Source: an optimization exercise on an open RTL-to-GDS flow (aim: small area, a short achievable clock period and few clock cycles). Production flows keep margins and buffers that such runs may drop. Function was checked by simulation only, so behaviour that the tests miss may differ from the original. Power is estimated from default activity; no workload was simulated.

Setup of v6:
Design least_served_grant_arbiter_core, start of the top module:
module least_served_grant_arbiter_core #(
    parameter int MAX_SLAVES = lsga_pkg::MAX_SLAVES_DEF
) (
    input  logic                 i_clk,
    input  logic                 i_rst_n,
    input  logic                 i_cfg_we,
    input  logic [lsga_pkg::IDX_W-1:0]     i_cfg_wdata,       
    input  logic                 i_s_axis_tvalid,
    output logic                 o_s_axis_tready,
    input  logic [lsga_pkg::S_TDATA_W-1:0] i_s_axis_tdata,    
    input  logic [lsga_pkg::OPCODE_W-1:0]  i_s_axis_tuser,    
    output logic                 o_m_axis_tvalid,
    input  logic                 i_m_axis_tready,
    output logic [lsga_pkg::M_TDATA_W-1:0] o_m_axis_tdata     
);
Settings: LEC_CHECK=0, CAP_MARGIN=20, CORE_MARGIN=2, CORE_UTILIZATION=45, CTS_CLUSTER_DIAMETER=70, CTS_CLUSTER_SIZE=26, PLACE_DENSITY=0.75, SETUP_SLACK_MARGIN=2.6, SLEW_MARGIN=20, TNS_END_PERCENT=0; clock period 5.0 ns.
run.sh (not shown) runs the stock make flow with config.mk's settings and CLKGATE_MAP_FILE= SYNTH_SCRIPT=/design/flow/synth_recipe.tcl, a recipe that flattens the netlist after the stock synthesis.
v6 closes out successfully: all stages finished, all timing, DRC and antenna checks passed.
Testbench counts of v6, summed over its fixed seeds: cycles 12,129.
Changes in v7 relative to v6:
--- a/flow/design.v
+++ b/flow/design.v
@@ -109,16 +109,17 @@
     logic [SW-1:0] w_served [N];
     logic [BW-1:0] w_size [N];
     logic [DW-1:0] w_sdest [N];
     logic [N-1:0]  w_bc_wins;
     logic [N-1:0]  r_g_oh;       
     logic [N-1:0]  r_t_oh;       
     logic [SW-1:0] r_tot;
+    logic r_hold;
     logic w_hold, w_accept;
-    assign w_hold          = |(r_t_oh & w_flag);
+    assign w_hold          = r_hold;
     assign o_s_axis_tready = !w_hold && (!r_out_valid || i_m_axis_tready);
     assign w_accept        = i_s_axis_tvalid && o_s_axis_tready;
     logic [N-1:0] w_dec;
     always_comb begin
         for (int k = 0; k < N; k++) w_dec[k] = (w_idx == IW'(k + 1));
     end
     logic w_rec_ok, w_rec_set, w_clr_req, w_clr_all, w_grant;
@@ -146,25 +147,26 @@
     assign w_any = |w_flag;
     logic [N-1:0]  w_g_above, r_t_above;
     logic [SW-1:0] w_tot_wd;
     always_comb begin
         w_g_above[0] = 1'b0;
         for (int i = 1; i < N; i++) w_g_above[i] = w_g_above[i-1] | r_g_oh[i-1];
     end
-    assign w_tot_wd = w_clr_all ? '0 : r_tot;
+    logic r_clr_pend;
+    assign w_tot_wd = r_clr_pend ? '0 : r_tot;
     genvar gk;
     generate
         for (gk = 0; gk < N; gk++) begin : g_cell
             lsga_cell u_cell (
                 .i_clk      (i_clk),
                 .i_rst_n    (i_rst_n),
                 .i_clr_flag (w_clr_req),
                 .i_rec      (w_rec_set && w_dec[gk] && r_act[gk]),
                 .i_win      (w_grant && w_win[gk]),
-                .i_tot_we   (w_clr_all || r_t_oh[gk]),
+                .i_tot_we   (r_clr_pend || r_t_oh[gk]),
                 .i_bytes    (w_bytes),
                 .i_dest     (w_dest),
                 .i_tot_wd   (w_tot_wd),
                 .i_tot      (r_tot),
                 .i_tie      (r_t_above[gk]),
                 .o_flag     (w_flag[gk]),
                 .o_served   (w_served[gk]),
@@ -238,15 +240,15 @@
             end
             default: w_res = '0;
         endcase
     end
     always_ff @(posedge i_clk) begin
         for (int i = 0; i < N; i++) begin
             for (int j = i + 1; j < N; j++) begin
-                r_m[i][j] <= w_clr_all || (r_t_oh[i] && w_bc_wins[j]) || (r_t_oh[j] && !w_bc_wins[i])
+                r_m[i][j] <= r_clr_pend || (r_t_oh[i] && w_bc_wins[j]) || (r_t_oh[j] && !w_bc_wins[i])
                              || (!r_t_oh[i] && !r_t_oh[j] && r_m[i][j]);
             end
         end
     end
     always_ff @(posedge i_clk) begin
         if (!i_rst_n) begin
             r_out_valid <= 1'b0;
@@ -267,14 +269,16 @@
             r_g_oh <= '0;
             r_t_oh <= '0;
         end else begin
             r_g_oh <= w_grant ? w_win : '0;
             r_t_oh <= r_g_oh;
         end
         r_t_above <= w_g_above;
+        r_clr_pend <= w_clr_all;
+        r_hold     <= i_rst_n && !i_cfg_we && w_rec_set && |(w_dec & r_act & r_g_oh);
     end
     always_ff @(posedge i_clk) begin
         r_tot <= w_new_tot;
         r_g_served <= w_sel_served;      
         if (w_accept) begin
             r_out_data <= w_res;
         end
Findings:
v7 ended with every stage complete and zero timing, DRC or antenna violations.
Delta(post-layout minimum cycle time, v7 - v6) < 0
Count of filler cells inserted in the layout was higher in the run labelled v7.
Against v6, v7 comes in 4.8% lower on power per cell area.
The lower sequential fraction of design power of v6 and v7 is in v6.
Delta (v7 minus v6): adder and majority cell fraction of the synthesized area level, clock network power share dropped 2.1 points, non-clock buffer count picked up an extra 44.
Cmp v7 vs v6: leakage power of the design higher in v7
Clock buffer count from CTS, v7 vs v6: down by a few percent
Compared with v6, v7 shows a higher area added between synthesis and finish.
Against v6, the final cell area of v7 is higher.
Compared to v6, v7 has proportion of final cell area spent on non-clock buffers 0.80 points higher.
Testbench counts of v7, summed over its fixed seeds: cycles 12,129.

## re-timing with driven ports
The results above use ideal ports. As a check the final layouts listed here were re-extracted and re-timed, cells and wires unchanged. Step 1 sets driving cells, clkbuf_16 on the clock port and buf_2 on the other inputs (assumed; they add their load-dependent delay and slew). Step 2 also shifts input and output timing later by t, the mid clock arrival at the registers, as if the neighbouring blocks saw the same clock. Slacks: no drivers / after step 1 / after step 2; pairs: no drivers / after step 1.
run	t, ns	setup slack, ns	hold WS [ns]
v6	0.699	1.700 / 1.715 / 1.035	0.419 / 0.419 / 0.419
v7	0.702	2.038 / 2.038 / 1.549	0.356 / 0.356 / 0.356
After both steps setup and hold are still met in every run listed. The setup slack of v6, which loses most, moves by +0.015 ns with the drivers and by -0.665 ns with both steps.
